This design comes from an exercise in tuning for small area, a short achievable clock period and few clock cycles per item on the open sky130 flow, not from production work.
At most, simulation tests tie the RTL to the original design; equivalence was not proved.
Power figures rest on the tool's default switching activity, not on a simulated workload.

Design fpu_top, start of the top module:
module fpu_top (
    input  logic            clk,
    input  logic            rst,
    input  logic            in_valid,
    output logic            in_ready,
    input  logic [31:0]     op_a,
    input  logic [31:0]     op_b,
    input  logic [1:0]      op,
    output logic            out_valid,
    input  logic            out_ready,
    output logic [31:0]     result,
    output logic [3:0]      flags
);
    localparam logic [1:0] SP_NONE = 2'd0;
    localparam logic [1:0] SP_NAN  = 2'd1;
    localparam logic [1:0] SP_INF  = 2'd2;
    localparam logic [1:0] SP_ZERO = 2'd3;
    logic v1, v2, ov, kv;
    logic ir, ovn;                
    logic go;
    assign go        = !kv;       
    assign in_ready  = ir;
    assign out_valid = !ovn;
    logic [31:0] r1_a, r1_b;
    logic [1:0]  r1_op;
    logic [11:0] bd_one, bd_two, bd_neg, r1_one, r1_two, r1_neg;
    fp_booth_enc u_benc (.f (op_b[22:0]), .one (bd_one), .two (bd_two), .neg (bd_neg));
    always_ff @(posedge clk) begin
        if (rst)     v1 <= 1'b0;
        else if (go) v1 <= in_valid;
    end
    always_ff @(posedge clk) begin
        if (go) begin
            r1_a  <= op_a;
            r1_b  <= op_b;
            r1_op <= op;
            r1_one <= bd_one;
            r1_two <= bd_two;
            r1_neg <= bd_neg;
        end
    end
    logic        sa, sb, esb;
    logic [7:0]  ea, eb;
    logic [22:0] fa, fb;
    logic        za, zb, inf_a, inf_b, nan_a, nan_b;
    logic        is_mul, is_rsvd;
    logic        a_ge, a_eq;
    assign sa = r1_a[31];
    assign sb = r1_b[31];
    assign ea = r1_a[30:23];
    assign eb = r1_b[30:23];
    assign fa = r1_a[22:0];
  ...
For scale: about 36000 um^2 of cells after synthesis.
export LEC_CHECK = 0
export CAP_MARGIN = 20
export CORE_MARGIN = 2
export CORE_UTILIZATION = 45
export PLACE_DENSITY = 0.6
export SLEW_MARGIN = 20
create_clock -name core_clock -period 13.0 [get_ports {clk}]
standard.sh (not shown) runs the stock make flow with config.mk's settings and CLKGATE_MAP_FILE= SYNTH_SCRIPT=/design/flow/synth_recipe.tcl, a recipe that flattens the netlist after the stock synthesis.
==> flow/flow/run.sh <==
#!/bin/bash
# Standard layout with two changes:
#  - after the standard synthesis, flow/fixinv.py removes inverters between
#    full-adder cells (a full adder is self-dual, so a cell can work on
#    complemented inputs and give complemented outputs); registers and all
#    other cells are untouched;
#  - timing repair aims below the clock period: repair_timing works until
#    every path has SETUP_SLACK_MARGIN ns to spare;
#  - every input and output port still gets a buffer, a buf_2 rather than
#    the slow clkdlybuf4s50 delay cell that buffer_ports picks by default.
set -euo pipefail
M=8.3
R=orfs/results/sky130hd/fpu_top/base
bash standard.sh SETUP_SLACK_MARGIN=$M synth > synth.log 2>&1
cp $R/1_2_yosys.v synth_netlist_orig.log
python3 flow/fixinv.py synth_netlist_orig.log $R/1_2_yosys.v > fixinv.log 2>&1
touch $R/1_2_yosys.v
bash standard.sh SETUP_SLACK_MARGIN=$M "BUFFER_PORTS_ARGS=-buffer_cell sky130_fd_sc_hd__buf_2" finish > flow.log 2>&1
Other scripts of this flow, unchanged in this note and not shown: flow/flow/fixinv.py
The first run went through all stages and came out clean.
==> next run, changes <==
==> flow/flow/run.sh (replaced) <==
#!/bin/bash
# Standard layout with two changes:
#  - after the standard synthesis, flow/fixinv.py removes inverters between
#    full-adder cells (a full adder is self-dual, so a cell can work on
#    complemented inputs and give complemented outputs); registers and all
#    other cells are untouched;
#  - timing repair aims below the clock period: repair_timing works until
#    every path has SETUP_SLACK_MARGIN ns to spare.
set -euo pipefail
M=8.3
R=orfs/results/sky130hd/fpu_top/base
bash standard.sh SETUP_SLACK_MARGIN=$M synth > synth.log 2>&1
cp $R/1_2_yosys.v synth_netlist_orig.log
python3 flow/fixinv.py synth_netlist_orig.log $R/1_2_yosys.v > fixinv.log 2>&1
touch $R/1_2_yosys.v
bash standard.sh SETUP_SLACK_MARGIN=$M finish > flow.log 2>&1
Routed wire length is about the same.
Final area increases by about 1.7%.
Fmax hardly moves.
Worst setup slack is about the same.
No functional check of the RTL was part of any run of this note.


Setup of run 1:
Another version of the RTL of fpu_top (not shown whole).
For scale: about 3,300 cells after synthesis, about 110 I/O pins, ~35,000 sq um of cells after synthesis.
==> flow/config.mk <==
export PLATFORM = sky130hd
export DESIGN_NAME = fpu_top
export DESIGN_NICKNAME = fpu_top
export VERILOG_FILES = /design/flow/design.v
export SDC_FILE = /design/flow/constraint.sdc
export NUM_CORES = 4
export LEC_CHECK = 0
export CAP_MARGIN = 20
export CORE_MARGIN = 2
export CORE_UTILIZATION = 45
export PLACE_DENSITY = 0.6
export SLEW_MARGIN = 20
==> flow/constraint.sdc <==
create_clock -name core_clock -period 13.0 [get_ports {clk}]
set_input_delay 2.6000 -clock core_clock [delete_from_list [all_inputs] [get_ports {clk}]]
set_output_delay 2.6000 -clock core_clock [all_outputs]
set_load 0.01 [all_outputs]
==> flow/flow/run.sh <==
#!/bin/bash
# Standard layout with these changes:
#  - after the standard synthesis, flow/fixinv.py removes inverters between
#    full-adder cells (a full adder is self-dual, so a cell can work on
#    complemented inputs and give complemented outputs); registers and all
#    other cells are untouched;
#  - timing repair aims below the clock period: repair_timing works until
#    every path has SETUP_SLACK_MARGIN ns to spare;
#  - every input and output port still gets a buffer, a buf_2 rather than
#    the slow clkdlybuf4s50 delay cell that buffer_ports picks by default;
#  - clock tree sink clusters of up to 22 flip-flops (fewer leaf buffers).
set -euo pipefail
M=8.8
R=orfs/results/sky130hd/fpu_top/base
bash standard.sh SETUP_SLACK_MARGIN=$M synth > synth.log 2>&1
cp $R/1_2_yosys.v synth_netlist_orig.log
python3 flow/fixinv.py synth_netlist_orig.log $R/1_2_yosys.v > fixinv.log 2>&1
touch $R/1_2_yosys.v
bash standard.sh SETUP_SLACK_MARGIN=$M "BUFFER_PORTS_ARGS=-buffer_cell sky130_fd_sc_hd__buf_2" CTS_CLUSTER_SIZE=22 CTS_CLUSTER_DIAMETER=120 finish > flow.log 2>&1
Other scripts of this flow, unchanged in this note and not shown: flow/flow/fixinv.py
Run 1 reached the end of the flow, and the finished layout is clean on the timing, design-rule and antenna checks.
Testbench counts of run 1, summed over its fixed seeds: cycles 16,040, items 16,000.
The following lists how run 2 was set up differently from run 1:
-- flow/flow/run.sh --
<<< run 1, line 8
#    every path has SETUP_SLACK_MARGIN ns to spare;
#  - every input and output port still gets a buffer, a buf_2 rather than
#    the slow clkdlybuf4s50 delay cell that buffer_ports picks by default;
#  - clock tree sink clusters of up to 22 flip-flops (fewer leaf buffers).
set -euo pipefail
M=8.8
R=orfs/results/sky130hd/fpu_top/base
bash standard.sh SETUP_SLACK_MARGIN=$M synth > synth.log 2>&1
>>> run 2, line 8
#    every path has SETUP_SLACK_MARGIN ns to spare;
#  - every input and output port still gets a buffer, a buf_2 rather than
#    the slow clkdlybuf4s50 delay cell that buffer_ports picks by default.
set -euo pipefail
M=9.1
R=orfs/results/sky130hd/fpu_top/base
bash standard.sh SETUP_SLACK_MARGIN=$M synth > synth.log 2>&1
Notes after the runs:
- Count of placed standard cells in the final layout, fillers left out in run 2 is 113 higher than in run 1
- Highest metal layer with signal wires: met4 -> run 1, met5 -> run 2
- Re total routed wirelength: run 1 and run 2 aren't equal, and the higher value belongs to run 2.
- Required time at the worst-slack endpoint across run 1 and run 2: no real change.
- In the reports for run 1 and run 2, the smaller total routing usage reported by global routing belongs to run 1.
- Diff run 2..run 1 | number of maximum-capacitance violations | unchanged
- Run 2 ended with more quantity of gates resized following cts than run 1.
The following lists how run 3 was set up differently from run 2:
==> flow/flow/run.sh <==
#!/bin/bash
# Standard layout with these changes:
#  - after the standard synthesis, flow/fixinv.py removes inverters between
#    full-adder cells (a full adder is self-dual, so a cell can work on
#    complemented inputs and give complemented outputs); registers and all
#    other cells are untouched;
#  - timing repair aims below the clock period: repair_timing works until
#    every path has SETUP_SLACK_MARGIN ns to spare;
#  - every input and output port still gets a buffer, a buf_2 rather than
#    the slow clkdlybuf4s50 delay cell that buffer_ports picks by default;
#  - clock tree sink clusters of up to 22 flip-flops (fewer leaf buffers);
#  - placement density 0.72 (shorter wires).
set -euo pipefail
M=8.8
R=orfs/results/sky130hd/fpu_top/base
bash standard.sh SETUP_SLACK_MARGIN=$M synth > synth.log 2>&1
cp $R/1_2_yosys.v synth_netlist_orig.log
python3 flow/fixinv.py synth_netlist_orig.log $R/1_2_yosys.v > fixinv.log 2>&1
touch $R/1_2_yosys.v
bash standard.sh SETUP_SLACK_MARGIN=$M "BUFFER_PORTS_ARGS=-buffer_cell sky130_fd_sc_hd__buf_2" CTS_CLUSTER_SIZE=22 CTS_CLUSTER_DIAMETER=120 PLACE_DENSITY=0.72 finish > flow.log 2>&1
### Flow results
- Looking at amount of wire on met2 after detailed routing across run 3 and run 2, the one that comes out lower is run 3.
- Final total power delta for run 3 relative to run 2: 550 uW lower
- Against run 2, run 3 comes in 2.5 points lower on portion of total power attributed to combinational logic.
- Run 2 was larger in final cell area than run 3.
- Run 3 falls short of run 2 in power in the clock group.
- Compare run 3 and run 2 | area added between synthesis and finish lower: run 3
- Run 3 reached the final stage; the timing, design-rule and antenna checks on its layout passed.

-- port drivers added, routing unchanged --
In the flow no input, the clock included, has a driving cell. The finished layouts below were timed again as built, in two steps.
Step 1 (the two cells are an assumption about what drives the block):
set clk [get_ports {clk}]
set_driving_cell -lib_cell sky130_fd_sc_hd__clkbuf_16 $clk
set_driving_cell -lib_cell sky130_fd_sc_hd__buf_2 [delete_from_list [all_inputs] $clk]
Step 2, shift: input delay + t, output delay - t, t = (earliest + latest rising clock arrival at the registers) / 2. This alone moves slack from input paths to output paths.
Three values: no drivers, after step 1, after step 2; two values: the first two.
run | t, ns | setup WS [ns] | worst setup path at the end | latest minus earliest clock arrival (ns) | worst data-port slew with drivers (ns)
the first run of note 1 | 0.676 | 8.516 / 8.516 / 8.516 | register to register | 0.020 / 0.020 | 0.06
the second run of note 1 | 0.671 | 8.515 / 8.515 / 8.335 | input to register | 0.026 / 0.027 | 0.05
run 1 | 0.667 | 8.760 / 8.760 / 8.755 | input to register | 0.042 / 0.043 | 0.06
run 2 | 0.674 | 8.908 / 8.908 / 8.816 | input to register | 0.043 / 0.043 | 0.06
run 3 | 0.663 | 8.793 / 8.793 / 8.621 | input to register | 0.045 / 0.045 | 0.06
After both steps setup and hold are still met in every run listed. The setup slack of the second run of note 1, which loses most, moves by 0.000 ns with the drivers and by -0.180 ns with both steps.
